This is an optimization exercise on Yosys and OpenROAD, whose aim is small area, a short achievable clock period and few clock cycles per item, not a production implementation.
RTL that was checked went through simulation tests only; none was proved equivalent to the original.
For runs 3 to 6, only the layout was checked, not whether the RTL still works.
Power is estimated from default activity; no workload was simulated.

<file path="design/flow/design.v">
package lmps_pkg;
  localparam int COLUMNS_DEF  = 8;
  localparam int CHANNELS_DEF = 15;
  localparam int PIXELS_DEF   = 5;
  localparam int OP_W       = 2;
  localparam int COORD_W    = 3;
  localparam int BYTE_W     = 8;
  localparam int DRIVE_W    = 15;
  localparam int IN_DATA_W  = 32;
  localparam int OUT_DATA_W = 24;
  localparam logic [3:0] TICK_LAST = 4'd15;
  localparam logic [OP_W-1:0] OP_TICK  = 2'd0;
  localparam logic [OP_W-1:0] OP_WRITE = 2'd1;
  localparam logic [OP_W-1:0] OP_CLEAR = 2'd2;
  localparam logic [OP_W-1:0] OP_NOP   = 2'd3;
  localparam logic [1:0] ACT_NONE  = 2'd0;
  localparam logic [1:0] ACT_SHIFT = 2'd1;
  localparam logic [1:0] ACT_RESET = 2'd2;
endpackage
module lmps_ram #(
  parameter int COLUMNS = 8,
  parameter int PIXELS  = 5,
  parameter int PW      = 24
) (
  input  logic                       clk,
  input  logic                       rst,
  input  logic                       we,
  input  logic [2:0]                 wcol,
  input  logic [2:0]                 wpix,
  input  logic [PW-1:0]              wdata,
  input  logic                       clr,
  input  logic [COLUMNS-1:0]         rsel,
  output logic [PIXELS*PW-1:0]       rdata,
  output logic [PIXELS-1:0]          rvalid
);
  logic [PW-1:0]     mem [COLUMNS][PIXELS];
  logic [PIXELS-1:0] vld [COLUMNS];
  always_ff @(posedge clk) begin
    for (int c = 0; c < COLUMNS; c++) begin
      for (int p = 0; p < PIXELS; p++) begin
        if (we && wcol == 3'(c) && wpix == 3'(p)) begin
          mem[c][p] <= wdata;
        end
      end
    end
  end
  always_ff @(posedge clk) begin
    for (int c = 0; c < COLUMNS; c++) begin
      for (int p = 0; p < PIXELS; p++) begin
        if (rst || clr) begin
          vld[c][p] <= 1'b0;
        end else if (we && wcol == 3'(c) && wpix == 3'(p)) begin
          vld[c][p] <= 1'b1;
        end
      end
    end
  end
  always_comb begin
    rdata  = '0;
    rvalid = '0;
    for (int c = 0; c < COLUMNS; c++) begin
      for (int p = 0; p < PIXELS; p++) begin
        rdata[p*PW +: PW] = rdata[p*PW +: PW] | (mem[c][p] & {PW{rsel[c]}});
      end
      rvalid = rvalid | (vld[c] & {PIXELS{rsel[c]}});
    end
  end
endmodule
module lmps_seq (
  input  logic [7:0] s,
  input  logic [3:0] t,
  output logic       on
);
  assign on = ({1'b0, s} >= {5'b0, t}) && ({1'b0, s} <= {5'b0, t} + 9'd14);
endmodule
module led_matrix_pwm_scanner #(
  parameter int COLUMNS  = lmps_pkg::COLUMNS_DEF,
  parameter int CHANNELS = lmps_pkg::CHANNELS_DEF
) (
  input  logic                              clk,
  input  logic                              rst,
  input  logic                              s_tvalid,
  output logic                              s_tready,
  input  logic [lmps_pkg::IN_DATA_W-1:0]    s_tdata,
  input  logic [lmps_pkg::OP_W-1:0]         s_tuser,
  output logic                              m_tvalid,
  input  logic                              m_tready,
  output logic [lmps_pkg::OUT_DATA_W-1:0]   m_tdata
);
  localparam int PIXELS = lmps_pkg::PIXELS_DEF;
  localparam int PW     = 3 * lmps_pkg::BYTE_W;
  localparam int RW     = lmps_pkg::DRIVE_W + 2;
  logic              in_rdy;
  logic              cmd_v;
  logic [1:0]        cmd_op;
  logic [2:0]        cmd_col;
  logic [2:0]        cmd_row;
  logic [PW-1:0]     cmd_pix;
  logic [3:0]        tick_pos;
  logic [COLUMNS-1:0] col_oh;
  logic [PIXELS*PW-1:0] snap;
  logic [PIXELS-1:0] snap_vld;
  logic [RW-1:0]     out_d;
  logic              sk_v;
  logic [RW-1:0]     sk_d;
  logic              exec;
  logic              is_tick;
  logic              reload;
  logic              do_write;
  logic              do_clear;
  logic [3:0]        tick_new;
  logic [PIXELS*PW-1:0] col_data;
  logic [PIXELS-1:0] col_vld;
  logic [CHANNELS-1:0] drive;
  logic [1:0]        action;
  logic [RW-1:0]     res;
  logic              cmd_v_nx;
  logic              sk_v_nx;
  assign s_tready = in_rdy;
  assign m_tdata  = {7'b0000000, out_d};
  assign exec     = cmd_v && !sk_v;
  assign is_tick  = exec && (cmd_op == lmps_pkg::OP_TICK);
  assign reload   = is_tick && (tick_pos == lmps_pkg::TICK_LAST);
  assign do_write = exec && (cmd_op == lmps_pkg::OP_WRITE);
  assign do_clear = exec && (cmd_op == lmps_pkg::OP_CLEAR);
  assign tick_new = (cmd_op == lmps_pkg::OP_TICK) ? tick_pos + 4'd1 : tick_pos;
  lmps_ram #(
    .COLUMNS (COLUMNS),
    .PIXELS  (PIXELS),
    .PW      (PW)
  ) u_frame (
    .clk    (clk),
    .rst    (rst),
    .we     (do_write),
    .wcol   (cmd_col),
    .wpix   (cmd_row),
    .wdata  (cmd_pix),
    .clr    (do_clear),
    .rsel   (col_oh),
    .rdata  (col_data),
    .rvalid (col_vld)
  );
  for (genvar k = 0; k < CHANNELS; k++) begin : g_drive
    logic [7:0] fb;
    logic       on;
    assign fb = col_data[8*k +: 8];
    lmps_seq u_cmp (
      .s  (snap[8*k +: 8]),
      .t  (tick_new),
      .on (on)
    );
    assign drive[k] = reload ? (col_vld[k/3] && (fb[7:4] == 4'd0) && (fb[3:0] != 4'd0))
                             : (snap_vld[k/3] && on);
  end
  assign action = !reload   ? lmps_pkg::ACT_NONE :
                  col_oh[COLUMNS-1] ? lmps_pkg::ACT_RESET : lmps_pkg::ACT_SHIFT;
  assign res    = {action, drive};
  assign cmd_v_nx = in_rdy ? s_tvalid : (cmd_v && !exec);
  assign sk_v_nx  = (!m_tvalid || m_tready) ? 1'b0 : (sk_v || exec);
  always_ff @(posedge clk) begin
    if (rst) begin
      cmd_v  <= 1'b0;
      in_rdy <= 1'b1;
    end else begin
      cmd_v  <= cmd_v_nx;
      in_rdy <= !(cmd_v_nx && sk_v_nx);
    end
  end
  always_ff @(posedge clk) begin
    if (in_rdy) begin
      cmd_op  <= s_tuser;
      cmd_col <= s_tdata[2:0];
      cmd_row <= s_tdata[5:3];
      cmd_pix <= {s_tdata[29:22], s_tdata[13:6], s_tdata[21:14]};
    end
  end
  always_ff @(posedge clk) begin
    if (rst) begin
      tick_pos <= '0;
      col_oh   <= COLUMNS'(1);
      snap_vld <= '0;
    end else if (is_tick) begin
      tick_pos <= reload ? 4'd1 : tick_new;
      if (reload) begin
        col_oh   <= {col_oh[COLUMNS-2:0], col_oh[COLUMNS-1]};
        snap_vld <= col_vld;
      end
    end
  end
  always_ff @(posedge clk) begin
    if (reload) begin
      snap <= col_data;
    end
  end
  always_ff @(posedge clk) begin
    if (rst) begin
      m_tvalid <= 1'b0;
      sk_v     <= 1'b0;
    end else begin
      m_tvalid <= (m_tvalid && !m_tready) || sk_v || exec;
      sk_v     <= sk_v_nx;
    end
  end
  always_ff @(posedge clk) begin
    if (!m_tvalid || m_tready) begin
      out_d <= sk_v ? sk_d : res;
    end
    if (exec) begin
      sk_d <= res;
    end
  end
endmodule
</file>
<file path="design/flow/run.sh">
#!/bin/bash
# synth_recipe.tcl (not shown) runs the flow's synth.tcl, then flattens the netlist and writes it again
# the make line also repeats each setting of config.mk as NAME=value (left out here)
make -C /OpenROAD-flow-scripts/flow DESIGN_CONFIG=/design/flow/config.mk WORK_HOME=/design/flow/orfs CLKGATE_MAP_FILE= SYNTH_SCRIPT=/design/flow/synth_recipe.tcl finish
</file>
<file path="design/flow/config.mk">
export PLATFORM = sky130hd
export DESIGN_NAME = led_matrix_pwm_scanner
export DESIGN_NICKNAME = led_matrix_pwm_scanner
export VERILOG_FILES = /design/flow/design.v
export SDC_FILE = /design/flow/constraint.sdc
export NUM_CORES = 4
export LEC_CHECK = 0
export CAP_MARGIN = 20
export CORE_MARGIN = 2
export CORE_UTILIZATION = 40
export SLEW_MARGIN = 20
</file>
<file path="design/flow/constraint.sdc">
create_clock -name core_clock -period 7.0 [get_ports {clk}]
set_input_delay 1.4000 -clock core_clock [delete_from_list [all_inputs] [get_ports {clk}]]
set_output_delay 1.4000 -clock core_clock [all_outputs]
set_load 0.01 [all_outputs]
</file>
==> results.toml, run 1 <==
[clocking]
clock-sinks = 1207
cts_tree = "built"
htree_levels = 3
clkSlewWorstSetupHoldPaths_ns = 0.06
cts_setup_buffers = 0
insertion_delay_ns = 0.70
cts_resized = 0
ctsHoldBuffers = 0
cts_buffer_depth = 3
cts_root_buf = "clkbuf_16"
numCtsBuffers = 117

[critical_path]
critPathArrivalTime_ns = 5.61
path_buf_inv = 1
crit_family = "simple AND/OR/NAND/NOR gates"
slowest_delay_ns = 0.94
critPathLaunchType = "register"
r2r-start = "cmd_op[1]"
critPathLaunch = "cmd_op[1]"
cp.depth = 11
crit_required_ns = 7.45
crit_chain = "or2_1 -> or3_1 -> nand2_1 -> xnor2_2 -> buf_4 -> ha_1 -> and4_1 -> a2111oi_0 -> o221ai_1 -> o2bb2ai_2 -> mux2_2"
crit_type = "register to register"
end_kind = "register"
cp_slowest_cell = "or3_1"
cp_max_fo = 12
reg2reg_depth = 11

[routing]
wl_per_cell_um = 29.2
drtPass1Iterations = 5
drt_iter0_drc = 3044
viasPerCell = 6.06
drc = 0
via_count = 26200
routed_wl_mm = 127
detail-route-antenna-nets = 0

[synth]
ys_seq_area_frac = 0.787
syn-instance-count = 2589
syn_area_um2 = 45300
yosysUniqueCellTypes = 60
ys_warn_count = 4
synthFlopType = "edfxtp_1"
async_reset_ff_frac = 0
synth_edf_count = 1146
syn_avg_cell_area_um2 = 17.5
synth-seq-cells = 1207

[sta]
period_share = 0.736
holdWs_ns = 0.465
post-route-min-period_ns = 5.16
fmax_mhz = 194
worst_pin_slew_ns = 1.14
finalHoldViolCount = 0
drv_slew = 0
rsz0062_at_grt = "false"
setup_viol = 0
clock_skew_ns = 0.0285
tns_ns = 0
relSlewSlack = 0.238

[final_layout]
drive_gt1_frac = 0.127
final_nets = 2865
final_area_um2 = 51900
n_fill_cell = 9457
syn2layout_area_growth_pct = 14.6
layout.cells.non_filler = 4332

[pwr]
power_density_nw_per_um2 = 277
ir_drop_uv = 232
leakagePower_nw = 16.2

[hold_path]
min_path_cells = 1
min_path_type = "register to register"
hp-start = "u_frame.vld[0][4]"

[floorplan]
die_x_um = 340
core_area_um2 = 112000
initial_core_util = 0.403
fp.dieH_um = 340
fp.dieArea_um2 = 116000
ioPinCount = 64
std_cell_rows = 123

[place]
placed_area_um2 = 48100
portBuffers = 54
place.gp.congestion = 0.826
dp_hpwl_mm = 65.8
dp_cells = 4111

[outcome]
status = "no timing/DRC/antenna violations"

[grt]
antenna_found_initial = 5
grt_pass1_vias = 26400
grt_pass1_wl_mm = 181
grtUsageTotal = 0.215
grt_start_max_net_pins = 90
grt_overflow_total = 0

[flow_run]
cap_viol_max_count = 0
## per-layer routing
| layer | part of all wire | up-vias | global-route usage |
|---|---|---|---|
| li1 | - | 11000 | - |
| met1 | 0.41 | 13500 | 0.296 |
| met2 | 0.46 | 1432 | 0.343 |
| met3 | 0.097 | 255 | 0.0419 |
| met4 | 0.032 | 0 | 0.0726 |
| met5 | 0 | - | 0 |
## area by class of cell
cell class	instances	area [um2]	area share
multi-input cells	1220	9080	0.175
flip-flops and latches	1207	35700	0.688
diodes	1	2.50	0.0000482
clock inverters	65	627	0.0121
clock buffers	155	3160	0.0610
well taps	1500	1880	0.0362
repair buffers	158	1360	0.0262
inverters	26	103	0.00198
## worst paths after layout
path / to / slack (ns)
worst max register to register: out_d[5] / 1.84
worst max-delay path: out_d[5] / 1.84
worst min register to register: u_frame.vld[0][4] / 0.47
worst min-delay path: u_frame.vld[0][4] / 0.47
## registers in the layout, summed over array words and instances, names as in the netlist
name         flops
cmd_col          3
cmd_op           2
cmd_pix         24
cmd_row          3
cmd_v            1
col_oh           8
in_rdy           1
m_tvalid         1
out_d           17
sk_d            17
sk_v             1
snap           120
snap_vld         5
tick_pos         4
u_frame.mem    960
u_frame.vld     40
## cells in the final DEF (no fill, tap or decap), types with 27 or more instances in the layout
cell type        synthesis  final
edfxtp_1              1146   1146
a22oi_1                498    498
nand4_1                123    123
clkbuf_16                0    118
buf_4                    8    101
ha_1                    97     97
clkdlybuf4s50_1          0     54
dfxtp_1                 61     52
a21oi_1                 51     51
o21a_1                  45     45
nand2_1                 44     43
nor2_1                  80     40
nor2_2                   0     40
clkbuf_1                59     30
nor2b_1                 28     27
## cells in the mapped netlist, drive strengths merged (16+ instances only)
| master | number | area (um2) |
|---|---|---|
| nor2 | 80 | 300 |
| nor2b | 28 | 175 |
| o211ai | 16 | 120 |
| nand2 | 45 | 176 |
| nor4 | 23 | 144 |
| a21oi | 51 | 255 |
| clkbuf | 59 | 221 |
| inv | 25 | 93.8 |
| a22oi | 498 | 3740 |
| edfxtp | 1146 | 34400 |
| dfxtp | 61 | 1220 |
| o21a | 45 | 338 |
| nand4 | 123 | 769 |
| or4 | 20 | 150 |
| ha | 97 | 1210 |
| nand3 | 22 | 110 |
| buf | 83 | 405 |
## metrics by stage
| step | util | power, W | setup WS, ns |
|---|---|---|---|
| 2_1_floorplan | - | 0.00816 | 2.71 |
| 3_3_place_gp | 0.428 | 0.00830 | 2.21 |
| 3_5_place_dp | 0.428 | 0.00831 | 2.07 |
| 4_1_cts | 0.462 | 0.0144 | 2.06 |
| 5_1_grt | 0.462 | 0.0147 | 1.74 |
| 6_report | 0.462 | 0.0144 | 1.84 |
## logic make-up (layout without fill, tap and decap cells)
family	count (synthesis)	count (layout)	synth area share
xor gates and xnor gates	4	4	0.000774
other	1	8	0.0000829
and+or+nand+nor	396	396	0.0495
buffers and inverters	168	404	0.0161
muxes	10	10	0.00249
adders and majority gates	98	98	0.0270
AOI/OAI and AO/OA	705	705	0.117
DFF	1207	1207	0.787
## power by group
group          total [W]  internal, W  leakage [nW]  switching (W)
Clock            0.00619      0.00357          1.86        0.00262
Sequential       0.00792      0.00790          10.9      0.0000171
Combinational   0.000239    0.0000573          3.48       0.000182
Testbench counts, summed over its fixed seeds: cycles 12,016, items 12,000.
==> run 2: changes to the inputs <==
--- a/design/flow/design.v
+++ b/design/flow/design.v
@@ -21,5 +21,5 @@
   parameter int COLUMNS = 8,
   parameter int PIXELS  = 5,
-  parameter int PW      = 24
+  parameter int PW      = 15
 ) (
   input  logic                       clk,
@@ -67,10 +67,21 @@
   end
 endmodule
+module lmps_enc (
+  input  logic [7:0] s,
+  output logic [4:0] code
+);
+  logic lo;
+  logic hi;
+  assign lo   = (s[7:4] == 4'd0) && (s[3:0] != 4'd0);
+  assign hi   = (s[7:4] == 4'd1) && (s[3:0] <= 4'd13);
+  assign code = hi ? {1'b1, s[3:0] + 4'd2} :
+                lo ? {1'b0, s[3:0]} : 5'd0;
+endmodule
 module lmps_seq (
-  input  logic [7:0] s,
+  input  logic [4:0] code,
   input  logic [3:0] t,
   output logic       on
 );
-  assign on = ({1'b0, s} >= {5'b0, t}) && ({1'b0, s} <= {5'b0, t} + 9'd14);
+  assign on = code[4] ? (t >= code[3:0]) : (t <= code[3:0]);
 endmodule
 module led_matrix_pwm_scanner #(
@@ -89,5 +100,5 @@
 );
   localparam int PIXELS = lmps_pkg::PIXELS_DEF;
-  localparam int PW     = 3 * lmps_pkg::BYTE_W;
+  localparam int PW     = 15;
   localparam int RW     = lmps_pkg::DRIVE_W + 2;
   logic              in_rdy;
@@ -97,4 +108,5 @@
   logic [2:0]        cmd_row;
   logic [PW-1:0]     cmd_pix;
+  logic [PW-1:0]     in_pix;
   logic [3:0]        tick_pos;
   logic [COLUMNS-1:0] col_oh;
@@ -103,5 +115,5 @@
   logic [RW-1:0]     out_d;
   logic              sk_v;
-  logic [RW-1:0]     sk_d;
+  logic [1:0]        sk_act;
   logic              exec;
   logic              is_tick;
@@ -114,5 +126,4 @@
   logic [CHANNELS-1:0] drive;
   logic [1:0]        action;
-  logic [RW-1:0]     res;
   logic              cmd_v_nx;
   logic              sk_v_nx;
@@ -124,5 +135,8 @@
   assign do_write = exec && (cmd_op == lmps_pkg::OP_WRITE);
   assign do_clear = exec && (cmd_op == lmps_pkg::OP_CLEAR);
-  assign tick_new = (cmd_op == lmps_pkg::OP_TICK) ? tick_pos + 4'd1 : tick_pos;
+  assign tick_new = is_tick ? tick_pos + 4'd1 : tick_pos;
+  lmps_enc u_enc_b (.s(s_tdata[21:14]), .code(in_pix[4:0]));
+  lmps_enc u_enc_r (.s(s_tdata[13:6]),  .code(in_pix[9:5]));
+  lmps_enc u_enc_g (.s(s_tdata[29:22]), .code(in_pix[14:10]));
   lmps_ram #(
     .COLUMNS (COLUMNS),
@@ -142,18 +156,17 @@
   );
   for (genvar k = 0; k < CHANNELS; k++) begin : g_drive
-    logic [7:0] fb;
+    logic [4:0] fc;
     logic       on;
-    assign fb = col_data[8*k +: 8];
+    assign fc = col_data[5*k +: 5];
     lmps_seq u_cmp (
-      .s  (snap[8*k +: 8]),
-      .t  (tick_new),
-      .on (on)
+      .code (snap[5*k +: 5]),
+      .t    (tick_new),
+      .on   (on)
     );
-    assign drive[k] = reload ? (col_vld[k/3] && (fb[7:4] == 4'd0) && (fb[3:0] != 4'd0))
+    assign drive[k] = reload ? (col_vld[k/3] && !fc[4] && (fc[3:0] != 4'd0))
                              : (snap_vld[k/3] && on);
   end
   assign action = !reload   ? lmps_pkg::ACT_NONE :
                   col_oh[COLUMNS-1] ? lmps_pkg::ACT_RESET : lmps_pkg::ACT_SHIFT;
-  assign res    = {action, drive};
   assign cmd_v_nx = in_rdy ? s_tvalid : (cmd_v && !exec);
   assign sk_v_nx  = (!m_tvalid || m_tready) ? 1'b0 : (sk_v || exec);
@@ -172,5 +185,5 @@
       cmd_col <= s_tdata[2:0];
       cmd_row <= s_tdata[5:3];
-      cmd_pix <= {s_tdata[29:22], s_tdata[13:6], s_tdata[21:14]};
+      cmd_pix <= in_pix;
     end
   end
@@ -204,9 +217,9 @@
   always_ff @(posedge clk) begin
     if (!m_tvalid || m_tready) begin
-      out_d <= sk_v ? sk_d : res;
+      out_d <= {sk_v ? sk_act : action, drive};
     end
     if (exec) begin
-      sk_d <= res;
-    end
-  end
-endmodule
+      sk_act <= action;
+    end
+  end
+endmodule
==> results.toml, run 2 <==
[synth]
synthFlopType = "edfxtp_1"
synth_common_cells = "edfxtp_1, a22oi_1, nand4_1"
ys_seq_area_frac = 0.781
async_reset_ff_frac = 0
synth-seq-cells = 778
syn-instance-count = 1727
synth_edf_count = 717
yosysUniqueCellTypes = 46
synth.area.top_cells = "edfxtp_1, a22oi_1, dfxtp_1, ha_1, nand4_1"
syn_area_um2 = 29100
synthMostInstantiatedCell = "edfxtp_1"
yosysTopAreaCellShare = 0.739
syn_avg_cell_area_um2 = 16.9
synth_top_cell_by_area = "edfxtp_1"
ys_warn_count = 4

[critical_path]
cp_max_fo = 23
crit_type = "register to primary output"
crit_required_ns = 5.60
critPathLaunchType = "register"
critPathArrivalTime_ns = 2.04
end_kind = "primary output"

[pwr]
clockPowerShare = 0.446
leakagePower_nw = 10.2
comb_power_share = 0.013
power_density_nw_per_um2 = 278
sw_frac_of_total = 0.191
power.switching_w = 0.00179
ir_drop_uv = 180
power.total_w = 0.00936
p_int_w = 0.00758
pwr-share-seq = 0.541

[clocking]
numCtsBuffers = 80
cts_buffer_depth = 3
cts_tree = "built"
cts_setup_buffers = 0
insertion_delay_ns = 0.62
clkSlewWorstSetupHoldPaths_ns = 0.06
cts_root_buf = "clkbuf_16"
cts_resized = 0
htree_levels = 3
ctsHoldBuffers = 0
clock-sinks = 778

[sta]
rsz0062_at_grt = "false"
tns_ns = 0
clock_skew_ns = 0.0182
fmax_mhz = 290
finalHoldViolCount = 0
relSlewSlack = 0.373
period_share = 0.492
worst_pin_slew_ns = 0.940
post-route-min-period_ns = 3.44
drv_slew = 0
setup_viol = 0

[final_layout]
final_nets = 1954
antenna_cells = 0
final_common_cell = "edfxtp_1"
reg.largest.list = "u_frame.mem: 600 flops, snap: 75 flops, u_frame.vld: 40 flops"
final_area_um2 = 33700
syn2layout_area_growth_pct = 15.6
layout_common_cells = "edfxtp_1, a22oi_1, nand4_1"
largest_reg_flops = 600
drive_gt1_frac = 0.109
regMostFlops = "u_frame.mem"

[grt]
grt_pass1_vias = 16500
grt.met1_usage = 0.260
top_usage_layer = "met2"
grt_pass1_wl_mm = 107
grt_util_met3 = 0.0273
use_met2 = 0.326
grt_overflow_total = 0
antenna_found_initial = 0
grtUsageTotal = 0.194
grt_start_max_net_pins = 62

[routing]
drt_iter0_drc = 1610
drc = 0
viasPerCell = 5.73
via_count = 16400
wl_per_cell_um = 25.1
drtPass1Iterations = 6
detail-route-antenna-nets = 0
routed_wl_mm = 72.0

[floorplan]
core_area_um2 = 71700
std_cell_rows = 98
die_x_um = 274
ioPinCount = 64
initial_core_util = 0.406
fp.dieArea_um2 = 75000
fp.dieH_um = 274

[place]
dp_hpwl_mm = 37.9
placed_area_um2 = 31100
place.gp.congestion = 0.752
portBuffers = 54

[hold_path]
min_path_type = "register to register"

[outcome]
status = "no timing/DRC/antenna violations"

[flow_run]
cap_viol_max_count = 0
-- run 2: metal layers --
metal  part of all wire  vias to the layer above
li1                   -                     7287
met1               0.42                     8414
met2               0.50                      613
met3              0.065                      121
met4              0.022                        0
met5                  0                        -
-- run 2: kinds of logic (layout without fill, tap and decap cells) --
group           Yosys count  after routing  share of synthesized area
compound gates          467            467                      0.118
xor+xnor                  6              6                    0.00180
fa+ha+maj                64             64                     0.0275
buf+inv                 148            332                     0.0212
flops                   778            778                      0.781
mux                       4              4                    0.00142
other cells               1              7                   0.000129
simple gates            259            259                     0.0487
-- run 2: final cells by class --
type                       instances  area (um2)
timing repair buffer             125        1090
tap                              950        1190
fill                            5984       38000
sequential                       778       22800
clock inverter                    42         437
clock buffer                     105        2140
inverter                          60         230
multi-input combinational        807        5820
-- run 2: critical path, stage by stage (launching register included) --
cell and delay [ns]:
dfxtp_1 0.39, buf_4 0.37, clkdlybuf4s50_1 0.62
-- run 2: worst paths after layout --
check | end | depth (start not counted) | start | slack (ns)
hold reg to reg | u_frame.vld[4][3] | 1 | u_frame.vld[4][3] | 0.46
hold / removal | u_frame.vld[4][3] | 1 | u_frame.vld[4][3] | 0.46
setup reg to reg | out_d[13] | 5 | cmd_op[1] | 3.59
setup / recovery | s_tready | 2 | in_rdy | 3.56
-- run 2: power groups by stage --
stage	clock, W	sequential [W]	combinational [W]
after floorplan	0	0.00518	0.0000351
after global placement	0	0.00516	0.000120
after detailed placement	0	0.00516	0.000125
after CTS	0.00424	0.00506	0.000125
after global routing	0.00443	0.00506	0.000138
final	0.00417	0.00506	0.000126
-- run 2: per-stage QoR --
step	util	worst slack, ns	hold slack, ns	std cells
after detailed placement	0.433	3.58	0.453	2719
after global placement	0.433	3.69	0.446	2719
final	0.470	3.56	0.464	2867
after CTS	0.469	3.50	0.466	2866
after floorplan	-	3.81	0.441	1733
after global routing	0.470	3.39	0.479	2867
Testbench counts of run 2, summed over its fixed seeds: cycles 12,016, items 12,000.
==> run 3: changes to the inputs <==
--- a/design/flow/design.v
+++ b/design/flow/design.v
@@ -73,7 +73,7 @@
   logic lo;
   logic hi;
-  assign lo   = (s[7:4] == 4'd0) && (s[3:0] != 4'd0);
+  assign lo   = (s[7:4] == 4'd0);
   assign hi   = (s[7:4] == 4'd1) && (s[3:0] <= 4'd13);
-  assign code = hi ? {1'b1, s[3:0] + 4'd2} :
+  assign code = hi ? {1'b1, s[3:0] + 4'd1} :
                 lo ? {1'b0, s[3:0]} : 5'd0;
 endmodule
@@ -81,7 +81,10 @@
   input  logic [4:0] code,
   input  logic [3:0] t,
+  input  logic       adv,
   output logic       on
 );
-  assign on = code[4] ? (t >= code[3:0]) : (t <= code[3:0]);
+  logic [4:0] diff;
+  assign diff = {1'b0, code[3:0]} - {1'b0, t} - {4'b0000, adv};
+  assign on   = code[4] ^ !diff[4];
 endmodule
 module led_matrix_pwm_scanner #(
@@ -121,5 +124,4 @@
   logic              do_write;
   logic              do_clear;
-  logic [3:0]        tick_new;
   logic [PIXELS*PW-1:0] col_data;
   logic [PIXELS-1:0] col_vld;
@@ -135,5 +137,4 @@
   assign do_write = exec && (cmd_op == lmps_pkg::OP_WRITE);
   assign do_clear = exec && (cmd_op == lmps_pkg::OP_CLEAR);
-  assign tick_new = is_tick ? tick_pos + 4'd1 : tick_pos;
   lmps_enc u_enc_b (.s(s_tdata[21:14]), .code(in_pix[4:0]));
   lmps_enc u_enc_r (.s(s_tdata[13:6]),  .code(in_pix[9:5]));
@@ -161,5 +162,6 @@
     lmps_seq u_cmp (
       .code (snap[5*k +: 5]),
-      .t    (tick_new),
+      .t    (tick_pos),
+      .adv  (is_tick),
       .on   (on)
     );
@@ -194,5 +196,5 @@
       snap_vld <= '0;
     end else if (is_tick) begin
-      tick_pos <= reload ? 4'd1 : tick_new;
+      tick_pos <= reload ? 4'd1 : tick_pos + 4'd1;
       if (reload) begin
         col_oh   <= {col_oh[COLUMNS-2:0], col_oh[COLUMNS-1]};
--- a/design/flow/config.mk
+++ b/design/flow/config.mk
@@ -9,3 +9,7 @@
 export CORE_MARGIN = 2
 export CORE_UTILIZATION = 40
+export CTS_CLUSTER_DIAMETER = 100
+export CTS_CLUSTER_SIZE = 30
+export SETUP_SLACK_MARGIN = 4.5
 export SLEW_MARGIN = 20
+export TNS_END_PERCENT = 0
==> results.toml, run 3 <==
[routing]
drt_iter0_drc = 1824
via_count = 16100
viasPerCell = 5.74
detail-route-antenna-nets = 0
routed_wl_mm = 73.3
wl_met1_mm = 31.2
wl_per_cell_um = 26.1
drc = 0
wl_met2_mm = 35.7
dr_wl_met3_mm = 5.18
topRoutingLayerUsed = "met4"
drtPass1Iterations = 5

[floorplan]
fp.dieH_um = 274
fp.dieArea_um2 = 75300
std_cell_rows = 99
initial_core_util = 0.402
die_x_um = 274
ioPinCount = 64
core_area_um2 = 72700

[synth]
ys_seq_area_frac = 0.778
yosysTopAreaCellShare = 0.736
synth_common_cells = "edfxtp_1, a22oi_1, nand4_1"
synthFlopType = "edfxtp_1"
async_reset_ff_frac = 0
ys_warn_count = 4
syn_avg_cell_area_um2 = 16.7
syn-instance-count = 1747
synth-seq-cells = 778
synth_top_cell_by_area = "edfxtp_1"
yosysUniqueCellTypes = 40
syn_area_um2 = 29200
synthMostInstantiatedCell = "edfxtp_1"
synth.area.top_cells = "edfxtp_1, a22oi_1, dfxtp_1, ha_1, nand4_1"
synth_edf_count = 717

[grt]
grt_overflow_total = 0
grt_start_max_net_pins = 55
antenna_found_initial = 2
grt_pass1_wl_mm = 106
grt_pass1_vias = 15800
grtUsageTotal = 0.193

[critical_path]
end_kind = "primary output"
crit_type = "register to primary output"
r2r_slack_ns = 4.31
path_buf_inv = 1
r2r-start = "cmd_op[1]"
critPathLaunchType = "register"
reg2reg_depth = 11
crit_chain = "buf_2"
crit_family = "flip-flops"
cp_max_fo = 1
critPathArrivalTime_ns = 1.36
cp_slowest_cell = "edfxtp_1"
slowest_delay_ns = 0.53
worstReg2RegEnd = "out_d[1]"
crit_required_ns = 5.60

[sta]
clock_skew_ns = 0.0276
fmax_mhz = 363
drv_slew = 0
rsz0062_at_grt = "true"
finalHoldViolCount = 0
period_share = 0.394
relSlewSlack = 0.408
worst_pin_slew_ns = 0.887
post-route-min-period_ns = 2.76
tns_ns = 0
holdWs_ns = 0.479
setup_viol = 0

[hold_path]
min_to = "u_frame.vld[4][2]"
hp-start = "u_frame.vld[4][2]"
min_path_cells = 1
min_path_type = "register to register"

[final_layout]
reg.largest.list = "u_frame.mem: 600 flops, snap: 75 flops, u_frame.vld: 40 flops"
drive_gt1_frac = 0.0793
n_fill_cell = 6221
syn2layout_area_growth_pct = 10.5
largest_reg_flops = 600
layout_common_cells = "edfxtp_1, a22oi_1, nand4_1"
final_nets = 1938
seqCellArea_um2 = 22800
regMostFlops = "u_frame.mem"
final_common_cell = "edfxtp_1"
multi_input_area_um2 = 5890
antenna_cells = 0

[place]
portBuffers = 54
place.gp.congestion = 0.755
dp_hpwl_mm = 38.4

[clocking]
ctsHoldBuffers = 0
htree_levels = 1
cts_root_buf = "clkbuf_16"
cts_buffer_depth = 3
numCtsBuffers = 30
insertion_delay_ns = 0.64
cts_tree = "built"
clock-sinks = 778
clkSlewWorstSetupHoldPaths_ns = 0.11

[pwr]
ir_drop_uv = 176
clockPowerShare = 0.300
p_int_w = 0.00598
pwr-share-seq = 0.680
power.switching_w = 0.00145
comb_power_share = 0.020
power_density_nw_per_um2 = 230
power.total_w = 0.00743
leakagePower_nw = 9.42
sw_frac_of_total = 0.195

[flow_run]
cap_viol_max_count = 0

[outcome]
status = "no timing/DRC/antenna violations"
## run 3: cell count changes after synthesis, moves of 10 or more
cell | previous run | this run
a31o_2 | 10 | 0
clkbuf_1 | 27 | 44
inv_1 | 59 | 75
nand2_1 | 42 | 59
nand3b_1 | 5 | 16
nand4_1 | 91 | 81
nor2b_1 | 14 | 2
o211ai_1 | 10 | 0
o31ai_1 | 10 | 0
o32ai_1 | 0 | 15
xnor2_1 | 3 | 30
## run 3: area by class of cell
cell class              instances  area share
flip-flops and latches        778       0.705
clock buffers                  54      0.0276
repair buffers                135      0.0378
well taps                     959      0.0371
clock inverters                 2    0.000813
multi-input cells             808       0.182
inverters                      76     0.00921
## run 3: how the worst max path moves through the flow
stage	depth (start not counted)	start	slack, ns	end
after floorplan	12	sk_v	4.49	out_d[1]
after global placement	5	tick_pos[2]	3.64	out_d[8]
after detailed placement	5	tick_pos[2]	3.56	out_d[10]
after CTS	1	out_d[4]	4.21	m_tdata[4]
after global routing	1	out_d[4]	4.19	m_tdata[4]
final	1	out_d[3]	4.24	m_tdata[3]
## run 3: stage by stage
stage,utilization,std cells,cell area (um2),worst slack [ns]
2_1_floorplan,-,1753,29300,4.49
3_3_place_gp,0.429,2745,31200,3.64
3_5_place_dp,0.429,2745,31200,3.56
4_1_cts,0.444,2809,32300,4.21
5_1_grt,0.444,2812,32300,4.19
6_report,0.444,2812,32300,4.24
## run 3: cell families after synthesis
| family | after synthesis | share of synthesized area |
|---|---|---|
| AND/OR/NAND/NOR | 254 | 0.0470 |
| multiplexers | 1 | 0.000342 |
| buffers and inverters | 167 | 0.0233 |
| AO/OA/AOI/OAI | 440 | 0.110 |
| adder cells (fa/ha/maj) | 71 | 0.0304 |
| XOR/XNOR | 35 | 0.0105 |
| flip-flops | 778 | 0.778 |
| other | 1 | 0.000128 |
## run 3: power by group through the flow
stage,logic [W],clock network (W),registers [W]
3_5_place_dp,0.000144,0,0.00516
5_1_grt,0.000160,0.00242,0.00505
3_3_place_gp,0.000137,0,0.00516
4_1_cts,0.000146,0.00227,0.00505
6_report,0.000148,0.00222,0.00505
2_1_floorplan,0.0000457,0,0.00518
## run 3: routing by layer
layer	global-route usage	up-vias
li1	-	7106
met1	0.270	8313
met2	0.326	627
met3	0.0221	82
met4	0.0390	0
met5	0	-
## run 3: timing repair
| action | 4_1_cts | 5_1_grt |
|---|---|---|
| buffers inserted | 7 | 2 |
| gates cloned | 1 | 0 |
| pin swaps | 3 | 1 |
| gates resized for setup | 56 | 5 |
| endpoints found under the setup margin | 461 | 374 |
==> run 4: changes to the inputs <==
--- a/design/flow/design.v
+++ b/design/flow/design.v
@@ -117,4 +117,5 @@
   logic [PIXELS-1:0] snap_vld;
   logic [RW-1:0]     out_d;
+  logic              rdy_int;
   logic              sk_v;
   logic [1:0]        sk_act;
@@ -132,4 +133,5 @@
   assign s_tready = in_rdy;
   assign m_tdata  = {7'b0000000, out_d};
+  assign rdy_int  = !(cmd_v && sk_v);
   assign exec     = cmd_v && !sk_v;
   assign is_tick  = exec && (cmd_op == lmps_pkg::OP_TICK);
@@ -171,5 +173,5 @@
   assign action = !reload   ? lmps_pkg::ACT_NONE :
                   col_oh[COLUMNS-1] ? lmps_pkg::ACT_RESET : lmps_pkg::ACT_SHIFT;
-  assign cmd_v_nx = in_rdy ? s_tvalid : (cmd_v && !exec);
+  assign cmd_v_nx = rdy_int ? s_tvalid : (cmd_v && !exec);
   assign sk_v_nx  = (!m_tvalid || m_tready) ? 1'b0 : (sk_v || exec);
   always_ff @(posedge clk) begin
@@ -183,5 +185,5 @@
   end
   always_ff @(posedge clk) begin
-    if (in_rdy) begin
+    if (rdy_int) begin
       cmd_op  <= s_tuser;
       cmd_col <= s_tdata[2:0];
==> results.toml, run 4 <==
[routing]
drc = 0
drtPass1Iterations = 5
wl_per_cell_um = 26.0
via_count = 16400
drt_iter0_drc = 1905
viasPerCell = 5.83
detail-route-antenna-nets = 0
routed_wl_mm = 72.8

[synth]
synthMostInstantiatedCell = "edfxtp_1"
synth_top_cell_by_area = "edfxtp_1"
synth-seq-cells = 778
synthMuxAreaShare = 0.000342
synth_fa_ha_area_frac = 0.0304
synth-simple-area-share = 0.0469
synth_top_family_by_area = "compound AO/OA/AOI/OAI gates"
ys_warn_count = 4
yosysUniqueCellTypes = 40
syn_area_um2 = 29200
synth_compound_area_frac = 0.110
synth_xor_area_frac = 0.0105
syn-instance-count = 1745
synth.area.top_cells = "edfxtp_1, a22oi_1, dfxtp_1, ha_1, nand4_1"
synth_edf_count = 717
async_reset_ff_frac = 0
synth_common_cells = "edfxtp_1, a22oi_1, nand4_1"
synthFlopType = "edfxtp_1"
syn_avg_cell_area_um2 = 16.8
ys_seq_area_frac = 0.778
yosysTopAreaCellShare = 0.736

[critical_path]
cp_max_fo = 1
crit_chain = "buf_2"
crit_required_ns = 5.60
end_kind = "primary output"
path_buf_inv = 1
critPathLaunchType = "register"
slowest_delay_ns = 0.52
cp_slowest_cell = "edfxtp_1"
crit_type = "register to primary output"
critPathArrivalTime_ns = 1.36
crit_family = "flip-flops"

[floorplan]
initial_core_util = 0.402
die_x_um = 274
ioPinCount = 64
core_area_um2 = 72700
fp.dieArea_um2 = 75300
std_cell_rows = 99
fp.dieH_um = 274

[final_layout]
syn2layout_area_growth_pct = 10.1
final_nets = 1929
layout_common_cells = "edfxtp_1, a22oi_1, nand4_1"
regMostFlops = "u_frame.mem"
largest_reg_flops = 600
layout.cells.non_filler = 2803
n_fill_cell = 6288
drive_gt1_frac = 0.0754
reg.largest.list = "u_frame.mem: 600 flops, snap: 75 flops, u_frame.vld: 40 flops"
final_common_cell = "edfxtp_1"
antenna_cells = 0

[outcome]
status = "no timing/DRC/antenna violations"

[sta]
post-route-min-period_ns = 2.76
setup_viol = 0
period_share = 0.394
drv_slew = 0
clock_skew_ns = 0.0183
tns_ns = 0
finalHoldViolCount = 0
rsz0062_at_grt = "true"
fmax_mhz = 363
worst_pin_slew_ns = 0.919
relSlewSlack = 0.387

[place]
dp_hpwl_mm = 38.5
place.gp.congestion = 0.782
portBuffers = 54
dp_cells = 2743

[grt]
grt_overflow_total = 0
grt_pass1_wl_mm = 106
grt_pass1_vias = 15800
grt_start_max_net_pins = 52
grtUsageTotal = 0.192
antenna_found_initial = 3

[flow_run]
cap_viol_max_count = 0

[clocking]
htree_levels = 1
clkSlewWorstSetupHoldPaths_ns = 0.11
cts_tree = "built"
cts_root_buf = "clkbuf_16"
cts_buffer_depth = 3
clock-sinks = 778
numCtsBuffers = 30
insertion_delay_ns = 0.64

[pwr]
leakagePower_nw = 11.1
power_density_nw_per_um2 = 231
ir_drop_uv = 216

[hold_path]
min_path_type = "register to register"
==> run 4: cell types whose count changed in the layout (fill, tap and decap cells not counted), sizes merged <==
cell | previous run | this run
buf | 86 | 79
bufbuf | 1 | 0
clkdlybuf4s15 | 4 | 3
clkinv | 1 | 2
dlygate4sd2 | 9 | 10
nand2 | 59 | 58
nand2b | 2 | 3
nor2 | 53 | 51
==> run 4: routing by layer <==
| metal | wire length [um] | share of wire | vias up | global-route usage |
|---|---|---|---|---|
| li1 | - | - | 7093 | - |
| met1 | 32000 | 0.44 | 8454 | 0.280 |
| met2 | 33900 | 0.47 | 721 | 0.313 |
| met3 | 5560 | 0.076 | 83 | 0.0212 |
| met4 | 1410 | 0.019 | 0 | 0.0390 |
| met5 | 0 | 0 | - | 0 |
==> run 4: cells by family (layout without fill, tap and decap cells) <==
group | after synthesis | count (layout)
AO/OA/AOI/OAI | 440 | 440
XOR/XNOR | 35 | 35
adder cells (fa/ha/maj) | 71 | 71
buffers and inverters | 167 | 260
flip-flops | 778 | 778
multiplexers | 1 | 1
other | 1 | 7
AND/OR/NAND/NOR | 252 | 252
==> run 4: per-stage QoR <==
stage                     area, um2  utilization  hold WS, ns  power [W]  setup slack, ns
after CTS                     32100        0.442        0.480    0.00746             4.22
after detailed placement      31200        0.429        0.454    0.00530             3.53
after global routing          32200        0.443        0.490    0.00763             4.20
final                         32200        0.443        0.476    0.00743             4.24
after floorplan               29300            -        0.441    0.00522             4.49
after global placement        31200        0.429        0.447    0.00529             3.62
==> run 4: power by group <==
| part | internal (W) | total [W] | switching, W |
|---|---|---|---|
| Clock | 0.000875 | 0.00223 | 0.00136 |
| Combinational | 0.0000491 | 0.000146 | 0.0000965 |
| Sequential | 0.00504 | 0.00505 | 0.00000874 |
| Total | 0.00596 | 0.00743 | 0.00146 |
==> run 4: worst paths after layout <==
path | from | to | slack, ns | cells after the start
worst max-delay path | out_d[1] | m_tdata[1] | 4.24 | 1
worst min-delay path | u_frame.vld[3][1] | u_frame.vld[3][1] | 0.48 | 1
worst max register to register | col_oh[6] | out_d[14] | 4.32 | 5
worst min register to register | u_frame.vld[3][1] | u_frame.vld[3][1] | 0.48 | 1
==> run 4: repair_timing <==
action                     in CTS  in global routing
setup buffers                   3                  1
pin swaps                       2                  1
resized for setup              52                  8
hold buffers                    0                  0
setup endpoints to repair     136                489
==> run 4: layout make-up <==
class	instances	area, um2	area share
Tap cell	959	1200	0.0373
Inverter	76	298	0.00925
Timing Repair Buffer	128	1120	0.0349
Sequential cell	778	22800	0.708
Clock buffer	53	880	0.0273
Clock inverter	3	33.8	0.00105
Multi-Input combinational cell	806	5860	0.182
==> run 5: changes to the inputs <==
--- a/design/flow/config.mk
+++ b/design/flow/config.mk
@@ -11,5 +11,5 @@
 export CTS_CLUSTER_DIAMETER = 100
 export CTS_CLUSTER_SIZE = 30
-export SETUP_SLACK_MARGIN = 4.5
+export SETUP_SLACK_MARGIN = 4.55
 export SLEW_MARGIN = 20
 export TNS_END_PERCENT = 0
==> results.toml, run 5 <==
[outcome]
status = "no timing/DRC/antenna violations"

[critical_path]
crit_family = "flip-flops"
cp_max_fo = 1
path_buf_inv = 1
critPathArrivalTime_ns = 1.35
crit_required_ns = 5.60
cp_slowest_cell = "edfxtp_1"
slowest_delay_ns = 0.52
critPathLaunchType = "register"
crit_chain = "buf_2"
end_kind = "primary output"
crit_type = "register to primary output"

[place]
placed_area_um2 = 31200
place.gp.congestion = 0.761
portBuffers = 54
dp_hpwl_mm = 38.6

[final_layout]
final_common_cell = "edfxtp_1"
reg.largest.list = "u_frame.mem: 600 flops, snap: 75 flops, u_frame.vld: 40 flops"
regMostFlops = "u_frame.mem"
antenna_cells = 0
final_nets = 1939
largest_reg_flops = 600
final_area_um2 = 32400
layout_common_cells = "edfxtp_1, a22oi_1, nand4_1"
syn2layout_area_growth_pct = 10.7
drive_gt1_frac = 0.0895

[synth]
synth.area.top_cells = "edfxtp_1, a22oi_1, dfxtp_1, ha_1, nand4_1"
ys_seq_area_frac = 0.778
synthFlopType = "edfxtp_1"
yosysTopAreaCellShare = 0.736
synth-seq-cells = 778
synthMostInstantiatedCell = "edfxtp_1"
async_reset_ff_frac = 0
yosysUniqueCellTypes = 40
ys_warn_count = 4
syn_area_um2 = 29200
syn_avg_cell_area_um2 = 16.8
synth_common_cells = "edfxtp_1, a22oi_1, nand4_1"
synth_top_cell_by_area = "edfxtp_1"
synth_edf_count = 717
syn-instance-count = 1745

[grt]
antenna_found_initial = 3
grt_pass1_wl_mm = 108
grt_start_max_net_pins = 64
grtUsageTotal = 0.198
grt_pass1_vias = 15900
grt_overflow_total = 0

[sta]
rsz0062_at_grt = "true"
holdWs_ns = 0.475
worst_pin_slew_ns = 0.752
period_share = 0.393
drv_slew = 0
clock_skew_ns = 0.0310
finalHoldViolCount = 0
relSlewSlack = 0.499
post-route-min-period_ns = 2.75
fmax_mhz = 364
tns_ns = 0
setup_viol = 0

[pwr]
power_density_nw_per_um2 = 229
leakagePower_nw = 11.1
ir_drop_uv = 215

[floorplan]
initial_core_util = 0.402
ioPinCount = 64
core_area_um2 = 72700
die_x_um = 274
fp.dieArea_um2 = 75300
fp.dieH_um = 274
std_cell_rows = 99

[clocking]
clock-sinks = 778
cts_root_buf = "clkbuf_16"
clkSlewWorstSetupHoldPaths_ns = 0.12
ctsHoldBuffers = 0
numCtsBuffers = 30
htree_levels = 1
cts_tree = "built"
insertion_delay_ns = 0.64
cts_buffer_depth = 3

[hold_path]
min_path_type = "register to register"

[routing]
detail-route-antenna-nets = 0
via_count = 16400
viasPerCell = 5.85
drt_iter0_drc = 1889
routed_wl_mm = 75.7
wl_per_cell_um = 26.9
drc = 0
drtPass1Iterations = 5

[flow_run]
cap_viol_max_count = 0
## run 5: final timing paths
check                           depth (start not counted)  slack, ns              start                 to
worst max-delay path                                    1       4.25           out_d[1]         m_tdata[1]
worst min-delay path                                    1       0.47  u_frame.vld[2][0]  u_frame.vld[2][0]
worst max register to register                         12       4.29               sk_v           out_d[9]
worst min register to register                          1       0.47  u_frame.vld[2][0]  u_frame.vld[2][0]
## run 5: cell type report
cell class / instances / area [um2]
multi-input combinational: 806 / 5940
sequential: 778 / 22800
clock buffer: 52 / 855
clock inverter: 4 / 37.5
timing repair buffer: 138 / 1250
tap: 959 / 1200
inverter: 76 / 298
fill: 6239 / 40300
## run 5: what timing repair did
action	in CTS	in global routing
endpoints found under the hold margin	0	0
buffers inserted	6	9
endpoints found under the setup margin	177	643
resized for setup	43	16
pin swaps	3	9
## run 5: stage by stage
step / total power [W] / worst slack, ns / std cells / util
2_1_floorplan: 0.00522 / 4.55 / 1751 / -
3_3_place_gp: 0.00529 / 3.75 / 2742 / 0.430
3_5_place_dp: 0.00530 / 3.69 / 2742 / 0.430
4_1_cts: 0.00744 / 4.21 / 2804 / 0.443
5_1_grt: 0.00760 / 4.20 / 2813 / 0.445
6_report: 0.00740 / 4.25 / 2813 / 0.445
## run 5: cells by family after synthesis
logic type | synth area share
multiplexers | 0.000342
XOR/XNOR | 0.0105
adder cells (fa/ha/maj) | 0.0304
buffers and inverters | 0.0236
AND/OR/NAND/NOR | 0.0469
AO/OA/AOI/OAI | 0.110
other | 0.000128
flip-flops | 0.778
## run 5: routing by layer
layer,share of wire,GRT usage,vias up
li1,-,-,7113
met1,0.42,0.282,8500
met2,0.47,0.325,759
met3,0.086,0.0263,73
met4,0.018,0.0412,2
met5,0.00017,0,-
## run 5: power by group
part | leakage (nW) | total [W] | switching (W) | internal, W
clock network | 0.425 | 0.00220 | 0.00135 | 0.000853
registers | 7.98 | 0.00505 | 0.00000882 | 0.00504
logic | 2.74 | 0.000150 | 0.0000984 | 0.0000513
==> run 6: changes to the inputs <==
--- a/design/flow/design.v
+++ b/design/flow/design.v
@@ -220,5 +220,7 @@
   end
   always_ff @(posedge clk) begin
-    if (!m_tvalid || m_tready) begin
+    if (rst) begin
+      out_d <= '0;
+    end else if (!m_tvalid || m_tready) begin
       out_d <= {sk_v ? sk_act : action, drive};
     end
--- a/design/flow/config.mk
+++ b/design/flow/config.mk
@@ -11,5 +11,5 @@
 export CTS_CLUSTER_DIAMETER = 100
 export CTS_CLUSTER_SIZE = 30
-export SETUP_SLACK_MARGIN = 4.55
+export SETUP_SLACK_MARGIN = 4.5
 export SLEW_MARGIN = 20
 export TNS_END_PERCENT = 0
==> results.toml, run 6 <==
[synth]
syn_area_um2 = 29500
yosysUniqueCellTypes = 39
synthMostInstantiatedCell = "edfxtp_1"
synthFlopType = "edfxtp_1"
synth_top_cell_by_area = "edfxtp_1"
ys_warn_count = 4
synth_common_cells = "edfxtp_1, a22oi_1, nand4_1"
synth-seq-cells = 778
synth.area.top_cells = "edfxtp_1, a22oi_1, dfxtp_1, ha_1, nand4_1"
synth_edf_count = 700
syn-instance-count = 1785
async_reset_ff_frac = 0
yosysTopAreaCellShare = 0.713
ys_seq_area_frac = 0.766
syn_avg_cell_area_um2 = 16.5

[sta]
worst_pin_slew_ns = 0.808
relSlewSlack = 0.461
tns_ns = 0
fmax_mhz = 378
rsz0062_at_grt = "true"
period_share = 0.378
post-route-min-period_ns = 2.65
setup_ws_ns = 4.35
drv_slew = 0
finalHoldViolCount = 0
setup_viol = 0
clock_skew_ns = 0.0331

[final_layout]
reg.largest.list = "u_frame.mem: 600 flops, snap: 75 flops, u_frame.vld: 40 flops"
final_nets = 1969
layout_common_cells = "edfxtp_1, a22oi_1, nand4_1"
syn2layout_area_growth_pct = 9.79
final_common_cell = "edfxtp_1"
largest_reg_flops = 600
antenna_cells = 0
regMostFlops = "u_frame.mem"
drive_gt1_frac = 0.0987

[pwr]
p_int_w = 0.00594
pwr-share-seq = 0.681
power.switching_w = 0.00145
ir_drop_uv = 175
power.total_w = 0.00739
sw_frac_of_total = 0.197
comb_power_share = 0.020
power_density_nw_per_um2 = 228
leakagePower_nw = 9.67
clockPowerShare = 0.299

[flow_run]
cap_viol_max_count = 0

[critical_path]
worstReg2RegEnd = "u_frame.mem[26][12]"
crit_family = "simple AND/OR/NAND/NOR gates"
r2r-start = "cmd_op[1]"
crit_chain = "clkdlybuf4s50_1 -> nand2b_1 -> nor2b_1 -> buf_4 -> nand3_1 -> nor3_1 -> a221o_1"
path_buf_inv = 2
crit_type = "input pin to register"
critPathLaunchType = "input pin"
end_kind = "register"
reg2reg_depth = 5
cp_max_fo = 10
crit_required_ns = 7.58
slowest_delay_ns = 0.44
r2r_slack_ns = 4.36
critPathArrivalTime_ns = 3.23
cp_slowest_cell = "clkdlybuf4s50_1"

[floorplan]
core_area_um2 = 73000
ioPinCount = 64
die_x_um = 276
std_cell_rows = 99
initial_core_util = 0.404
fp.dieArea_um2 = 75900
fp.dieH_um = 276

[routing]
viasPerCell = 5.77
detail-route-antenna-nets = 0
drt_iter0_drc = 1702
drtPass1Iterations = 5
routed_wl_mm = 74.9
drc = 0
wl_per_cell_um = 26.3
via_count = 16400

[hold_path]
hp-start = "u_frame.vld[1][0]"
min_to = "u_frame.vld[1][0]"
min_path_cells = 1
min_path_type = "register to register"

[grt]
grtUsageTotal = 0.195
grt_pass1_wl_mm = 108
antenna_found_initial = 1
grt_pass1_vias = 16100
grt_overflow_total = 0
grt_start_max_net_pins = 65

[clocking]
clock-sinks = 778
cts_buffer_depth = 3
cts_root_buf = "clkbuf_16"
numCtsBuffers = 30
cts_tree = "built"
clkSlewWorstSetupHoldPaths_ns = 0.11
insertion_delay_ns = 0.64
htree_levels = 1
ctsHoldBuffers = 0

[place]
dp_hpwl_mm = 39.9
dp_slack_ns = 3.69
place.gp.congestion = 0.750
portBuffers = 54

[outcome]
status = "no timing/DRC/antenna violations"
==> run 6: cell count changes after synthesis, moves of 13 or more <==
cell,previous run,this run
a221o_1,0,15
buf_1,18,2
buf_6,0,30
dfxtp_1,61,78
edfxtp_1,717,700
nor2_1,51,64
nor3_1,5,25
o32ai_1,15,0
xnor2_1,30,15
xor2_1,5,20
==> run 6: worst max path at each step <==
stage	startpoint	to	slack [ns]	cells past startpoint
2_1_floorplan	m_tready	out_d[10]	4.48	6
3_3_place_gp	m_tready	out_d[6]	3.71	7
3_5_place_dp	cmd_op[1]	u_frame.mem[36][12]	3.69	5
4_1_cts	rst	u_frame.vld[7][2]	4.36	4
5_1_grt	cmd_op[0]	out_d[3]	4.24	12
6_report	m_tready	out_d[6]	4.35	7
==> run 6: routing by layer <==
| metal | GRT usage | part of all wire |
|---|---|---|
| met5 | 0 | 0 |
| met4 | 0.0425 | 0.021 |
| met3 | 0.0262 | 0.080 |
| met2 | 0.324 | 0.48 |
| met1 | 0.275 | 0.42 |
==> run 6: area by class of cell <==
type	count	area [um2]
Clock buffer	54	866
Clock inverter	2	36.3
Fill cell	6326	40600
Inverter	74	285
Multi-Input combinational cell	842	6110
Sequential cell	778	22700
Tap cell	959	1200
Timing Repair Buffer	134	1210
==> run 6: per-stage QoR <==
stage / hold slack (ns) / cell area (um2) / instances / utilization
floorplan: 0.441 / 29600 / 1791 / -
global placement: 0.446 / 31200 / 2777 / 0.428
detailed placement: 0.453 / 31200 / 2777 / 0.428
CTS: 0.479 / 32300 / 2842 / 0.443
global route: 0.491 / 32400 / 2843 / 0.444
finish: 0.479 / 32400 / 2843 / 0.444
==> run 6: power by group through the flow <==
stage	Combinational [W]	Sequential [W]	Clock, W
6_report	0.000151	0.00503	0.00221
5_1_grt	0.000162	0.00503	0.00239
4_1_cts	0.000148	0.00503	0.00225
3_5_place_dp	0.000138	0.00514	0
3_3_place_gp	0.000131	0.00514	0
2_1_floorplan	0.0000489	0.00516	0
==> run 6: cells by family (layout without fill, tap and decap cells) <==
logic type	after synthesis	count (layout)	share of synthesized area
and+or+nand+nor	294	294	0.0525
muxes	1	1	0.000340
buffers and inverters	171	264	0.0320
other	1	7	0.000127
xor gates and xnor gates	35	35	0.0104
DFF	778	778	0.766
adders and majority gates	71	71	0.0301
AOI/OAI and AO/OA	434	434	0.109
==> run 6: timing repair <==
item	in CTS	in global routing
buffers inserted	9	0
setup endpoints to repair	708	287
pin swaps	2	0
resized for setup	107	5
==> run 7: changes to the inputs <==
--- a/design/flow/design.v
+++ b/design/flow/design.v
@@ -81,10 +81,7 @@
   input  logic [4:0] code,
   input  logic [3:0] t,
-  input  logic       adv,
-  output logic       on
-);
-  logic [4:0] diff;
-  assign diff = {1'b0, code[3:0]} - {1'b0, t} - {4'b0000, adv};
-  assign on   = code[4] ^ !diff[4];
+  output logic       hit
+);
+  assign hit = (t == code[3:0]);
 endmodule
 module led_matrix_pwm_scanner #(
@@ -117,4 +114,5 @@
   logic [PIXELS-1:0] snap_vld;
   logic [RW-1:0]     out_d;
+  logic [CHANNELS-1:0] drv_q;
   logic              rdy_int;
   logic              sk_v;
@@ -160,14 +158,14 @@
   for (genvar k = 0; k < CHANNELS; k++) begin : g_drive
     logic [4:0] fc;
-    logic       on;
+    logic       flip;
     assign fc = col_data[5*k +: 5];
     lmps_seq u_cmp (
       .code (snap[5*k +: 5]),
       .t    (tick_pos),
-      .adv  (is_tick),
-      .on   (on)
+      .hit  (flip)
     );
-    assign drive[k] = reload ? (col_vld[k/3] && !fc[4] && (fc[3:0] != 4'd0))
-                             : (snap_vld[k/3] && on);
+    assign drive[k] = reload  ? (col_vld[k/3] && !fc[4] && (fc[3:0] != 4'd0)) :
+                      is_tick ? (drv_q[k] ^ (snap_vld[k/3] && flip))
+                              : drv_q[k];
   end
   assign action = !reload   ? lmps_pkg::ACT_NONE :
@@ -221,4 +219,11 @@
   always_ff @(posedge clk) begin
     if (rst) begin
+      drv_q <= '0;
+    end else if (exec) begin
+      drv_q <= drive;
+    end
+  end
+  always_ff @(posedge clk) begin
+    if (rst) begin
       out_d <= '0;
     end else if (!m_tvalid || m_tready) begin
--- a/design/flow/config.mk
+++ b/design/flow/config.mk
@@ -11,5 +11,5 @@
 export CTS_CLUSTER_DIAMETER = 100
 export CTS_CLUSTER_SIZE = 30
-export SETUP_SLACK_MARGIN = 4.5
+export SETUP_SLACK_MARGIN = 4.75
 export SLEW_MARGIN = 20
 export TNS_END_PERCENT = 0
==> results.toml, run 7 <==
[synth]
synth_edf_count = 685
syn-instance-count = 1700
synthMostInstantiatedCell = "edfxtp_1"
yosysUniqueCellTypes = 52
synthFlopType = "edfxtp_1"
syn_area_um2 = 28600
yosysTopAreaCellShare = 0.718
async_reset_ff_frac = 0
ys_warn_count = 4
synth_top_cell_by_area = "edfxtp_1"
syn_avg_cell_area_um2 = 16.8
synth-seq-cells = 778
ys_seq_area_frac = 0.783
synth.area.top_cells = "edfxtp_1, a22oi_1, dfxtp_1, nand4_1, xnor2_1"
synth_common_cells = "edfxtp_1, a22oi_1, nand4_1"

[routing]
drc = 0
via_count = 16300
drt_iter0_drc = 1970
viasPerCell = 5.89
topRoutingLayerUsed = "met4"
detail-route-antenna-nets = 0
wl_met1_mm = 31.2
drtPass1Iterations = 5
routed_wl_mm = 73.8
wl_per_cell_um = 26.7
dr_wl_met3_mm = 5.82
wl_met2_mm = 35.3

[critical_path]
crit_family = "flip-flops"
slowest_delay_ns = 0.38
crit_required_ns = 5.60
cp_max_fo = 2
cp_slowest_cell = "dfxtp_2"
path_buf_inv = 1
crit_type = "register to primary output"
critPathArrivalTime_ns = 1.14
critPathLaunchType = "register"
end_kind = "primary output"
crit_chain = "buf_2"

[pwr]
comb_power_share = 0.016
p_int_w = 0.00592
ir_drop_uv = 186
clockPowerShare = 0.301
power_density_nw_per_um2 = 230
power.switching_w = 0.00143
pwr-share-seq = 0.683
sw_frac_of_total = 0.194
leakagePower_nw = 9.24

[final_layout]
reg.largest.list = "u_frame.mem: 600 flops, snap: 60 flops, u_frame.vld: 40 flops"
final_common_cell = "edfxtp_1"
antenna_cells = 0
drive_gt1_frac = 0.115
final_nets = 1840
largest_reg_flops = 600
regMostFlops = "u_frame.mem"
syn2layout_area_growth_pct = 11.4
layout_common_cells = "edfxtp_1, a22oi_1, nand4_1"

[place]
dp_slack_ns = 3.42
dp_hpwl_mm = 38.5
place.gp.congestion = 0.776
portBuffers = 54

[floorplan]
ioPinCount = 64
core_area_um2 = 71200
die_x_um = 272
fp.dieArea_um2 = 73800
fp.dieH_um = 272
initial_core_util = 0.402
std_cell_rows = 98

[hold_path]
min_path_type = "register to register"

[clocking]
cts_buffer_depth = 3
clock-sinks = 778
numCtsBuffers = 30
ctsHoldBuffers = 0
cts_root_buf = "clkbuf_16"
cts_tree = "built"
clkSlewWorstSetupHoldPaths_ns = 0.10
insertion_delay_ns = 0.63
htree_levels = 1

[sta]
clock_skew_ns = 0.0152
drv_slew = 0
finalHoldViolCount = 0
post-route-min-period_ns = 2.54
tns_ns = 0
relSlewSlack = 0.288
setup_viol = 0
period_share = 0.362
fmax_mhz = 394
setup_ws_ns = 4.46
rsz0062_at_grt = "true"
worst_pin_slew_ns = 1.07

[grt]
grt_pass1_vias = 15900
grt_overflow_total = 0
grtUsageTotal = 0.196
antenna_found_initial = 1
grt_pass1_wl_mm = 107
grt_start_max_net_pins = 45

[flow_run]
cap_viol_max_count = 0

[outcome]
status = "no timing/DRC/antenna violations"
run 7: cell types whose count changed in the layout (fill, tap and decap cells not counted), sizes merged, moves of 20 or more:
cell,previous run,this run
a221oi,0,20
a22o,3,40
a22oi,320,280
buf,91,125
ha,71,10
inv,75,13
nor3,25,4
o211ai,0,23
xnor2,15,56
run 7: path summary, 6_finish.rpt:
path                     startpoint           endpoint  slack [ns]  cells past startpoint
setup / recovery           out_d[8]         m_tdata[8]        4.46                      1
hold / removal    u_frame.vld[0][2]  u_frame.vld[0][2]        0.48                      1
setup reg to reg        tick_pos[2]          out_d[13]        4.51                      8
hold reg to reg   u_frame.vld[0][2]  u_frame.vld[0][2]        0.48                      1
run 7: cells by family (layout without fill, tap and decap cells):
kind of cell	Yosys count	after routing	synth area share
AND/OR/NAND/NOR	286	286	0.0557
multiplexers	1	1	0.000349
buffers and inverters	118	228	0.0200
adder cells (fa/ha/maj)	10	10	0.00437
flip-flops	778	778	0.783
XOR/XNOR	61	61	0.0187
AO/OA/AOI/OAI	445	445	0.118
other	1	7	0.000131
run 7: what timing repair did:
item                       in CTS  in global routing
gates resized for setup       134                 16
setup endpoints to repair     562                683
cloned                          1                  1
buffers inserted               24                  2
pin swaps                       4                  2
run 7: through the flow:
stage / instances / instance area (um2) / util / hold WS (ns) / total power [W]
final: 2766 / 31900 / 0.448 / 0.476 / 0.00735
after global routing: 2766 / 31900 / 0.448 / 0.494 / 0.00756
after CTS: 2763 / 31800 / 0.447 / 0.480 / 0.00738
after detailed placement: 2682 / 30500 / 0.428 / 0.454 / 0.00524
after global placement: 2682 / 30500 / 0.428 / 0.447 / 0.00524
after floorplan: 1706 / 28700 / - / 0.441 / 0.00518
run 7: power groups by stage:
stage                     Combinational (W)  Sequential [W]  Clock (W)
after floorplan                   0.0000391         0.00514          0
after global placement             0.000112         0.00513          0
after CTS                          0.000118         0.00502    0.00225
final                              0.000119         0.00502    0.00221
after detailed placement           0.000117         0.00513          0
after global routing               0.000128         0.00502    0.00241
run 7: metal layers:
layer,vias up,GRT usage
li1,7055,-
met4,0,0.0477
met2,673,0.324
met1,8471,0.279
met5,-,0
met3,83,0.0227
run 7: final cells by class:
cell class / instances / area (um2)
Fill cell: 6153 / 39300
Timing Repair Buffer: 161 / 1520
Sequential cell: 778 / 22500
Multi-Input combinational cell: 810 / 5750
Clock buffer: 52 / 876
Tap cell: 950 / 1190
Inverter: 11 / 57.6
Clock inverter: 4 / 33.8
Testbench counts of run 7, summed over its fixed seeds: cycles 12,016, items 12,000.
==> run 8: changes to the inputs <==
--- a/design/flow/config.mk
+++ b/design/flow/config.mk
@@ -9,5 +9,5 @@
 export CORE_MARGIN = 2
 export CORE_UTILIZATION = 40
-export CTS_CLUSTER_DIAMETER = 100
+export CTS_CLUSTER_DIAMETER = 150
 export CTS_CLUSTER_SIZE = 30
 export SETUP_SLACK_MARGIN = 4.75
==> results.toml, run 8 <==
[outcome]
status = "no timing/DRC/antenna violations"

[sta]
post-route-min-period_ns = 2.53
clock_skew_ns = 0.0157
rsz0062_at_grt = "true"
drv_slew = 0
setup_viol = 0
tns_ns = 0
worst_pin_slew_ns = 1.07
relSlewSlack = 0.289
fmax_mhz = 395
period_share = 0.362
holdWs_ns = 0.478
finalHoldViolCount = 0

[synth]
yosysUniqueCellTypes = 52
syn_area_um2 = 28600
synth-seq-cells = 778
yosysTopAreaCellShare = 0.718
synth_edf_count = 685
synth_common_cells = "edfxtp_1, a22oi_1, nand4_1"
synth.area.top_cells = "edfxtp_1, a22oi_1, dfxtp_1, nand4_1, xnor2_1"
ys_warn_count = 4
synth_top_cell_by_area = "edfxtp_1"
syn_avg_cell_area_um2 = 16.8
synthMostInstantiatedCell = "edfxtp_1"
syn-instance-count = 1700
async_reset_ff_frac = 0
synthFlopType = "edfxtp_1"
ys_seq_area_frac = 0.783

[floorplan]
ioPinCount = 64
core_area_um2 = 71200
fp.dieArea_um2 = 73800
std_cell_rows = 98
fp.dieH_um = 272
initial_core_util = 0.402
die_x_um = 272

[hold_path]
min_path_type = "register to register"
hp-start = "out_d[15]"

[critical_path]
crit_required_ns = 5.60
critPathArrivalTime_ns = 1.13
crit_type = "register to primary output"
r2r-start = "tick_pos[0]"
crit_family = "flip-flops"
cp_max_fo = 2
end_kind = "primary output"
crit_chain = "buf_6"
critPathLaunchType = "register"
path_buf_inv = 1
slowest_delay_ns = 0.38
cp_slowest_cell = "dfxtp_4"
critPathLaunch = "out_d[0]"

[clocking]
cts_buffer_depth = 3
cts_root_buf = "clkbuf_16"
clock-sinks = 778
numCtsBuffers = 29
cts_tree = "built"
htree_levels = 1
insertion_delay_ns = 0.63
clkSlewWorstSetupHoldPaths_ns = 0.12

[routing]
drc = 0
routed_wl_mm = 74.1
via_count = 16300
viasPerCell = 5.87
detail-route-antenna-nets = 0
drt_iter0_drc = 1815
wl_per_cell_um = 26.7
drtPass1Iterations = 5

[final_layout]
layout_common_cells = "edfxtp_1, a22oi_1, nand4_1"
drive_gt1_frac = 0.116
final_area_um2 = 31900
final_nets = 1844
reg.largest.list = "u_frame.mem: 600 flops, snap: 60 flops, u_frame.vld: 40 flops"
largest_reg_flops = 600
regMostFlops = "u_frame.mem"
syn2layout_area_growth_pct = 11.4
final_common_cell = "edfxtp_1"

[place]
place.gp.congestion = 0.776
placed_area_um2 = 30500
dp_hpwl_mm = 38.5
portBuffers = 54

[grt]
antenna_found_initial = 1
grt_overflow_total = 0
grtUsageTotal = 0.197
grt_pass1_wl_mm = 107
grt_pass1_vias = 15900
grt_start_max_net_pins = 45

[pwr]
power.total_w = 0.00725
power_density_nw_per_um2 = 227
leakagePower_nw = 9.23
ir_drop_uv = 182

[flow_run]
cap_viol_max_count = 0
==> run 8: cell types whose count changed in the layout (fill, tap and decap cells not counted), sizes merged <==
cell	before	now
buf	125	130
inv	13	11
bufbuf	1	2
diode	0	2
clkinv	2	0
==> run 8: final timing paths <==
| check | cells after the start | endpoint | slack, ns |
|---|---|---|---|
| max | 1 | m_tdata[0] | 4.47 |
| min | 1 | out_d[15] | 0.48 |
| max reg2reg | 11 | drv_q[6] | 4.52 |
| min reg2reg | 1 | out_d[15] | 0.48 |
==> run 8: power breakdown <==
part | total, W | internal, W | switching [W]
Combinational | 0.000120 | 0.0000367 | 0.0000832
Clock | 0.00211 | 0.000807 | 0.00130
Sequential | 0.00502 | 0.00501 | 0.00000820
Total | 0.00725 | 0.00586 | 0.00140
==> run 8: kinds of logic (layout without fill, tap and decap cells) <==
group / Yosys count / after routing / synth area share
buffers and inverters: 118 / 230 / 0.0200
AOI/OAI and AO/OA: 445 / 445 / 0.118
muxes: 1 / 1 / 0.000349
other: 1 / 9 / 0.000131
DFF: 778 / 778 / 0.783
xor gates and xnor gates: 61 / 61 / 0.0187
adders and majority gates: 10 / 10 / 0.00437
and+or+nand+nor: 286 / 286 / 0.0557
==> run 8: metrics by stage <==
step / worst slack (ns) / util / std cells
floorplan: 4.51 / - / 1706
global placement: 3.51 / 0.428 / 2682
detailed placement: 3.42 / 0.428 / 2682
CTS: 4.43 / 0.446 / 2761
global route: 4.43 / 0.448 / 2768
finish: 4.47 / 0.448 / 2770
==> run 8: timing repair <==
| item | 4_1_cts | 5_1_grt |
|---|---|---|
| gates resized for setup | 134 | 18 |
| pin swaps | 5 | 1 |
| endpoints found under the setup margin | 572 | 727 |
| hold buffers | 0 | 0 |
| gates cloned | 2 | 0 |
| buffers inserted | 24 | 7 |
==> run 8: area by class of cell <==
| cell class | instances | area (um2) |
|---|---|---|
| clock buffers | 53 | 826 |
| inverters | 11 | 57.6 |
| flip-flops and latches | 778 | 22500 |
| fillers | 6142 | 39300 |
| diodes | 2 | 5.00 |
| multi-input cells | 810 | 5780 |
| well taps | 950 | 1190 |
| repair buffers | 166 | 1550 |
==> run 8: layer usage <==
layer	up-vias	share of wire	track usage	wire length (um)
met5	-	0	0	0
met4	0	0.021	0.0470	1570
met3	90	0.077	0.0229	5710
met2	673	0.48	0.328	35900
met1	8439	0.42	0.277	30900
li1	7071	-	-	-

Check on run 8: ideal ports give 4.467 ns setup slack; a clkbuf_16 on the clock port and buf_2 on the inputs give 4.403 ns; moving port delays by the midpoint clock arrival (0.688 ns) as well gives 3.979 ns.
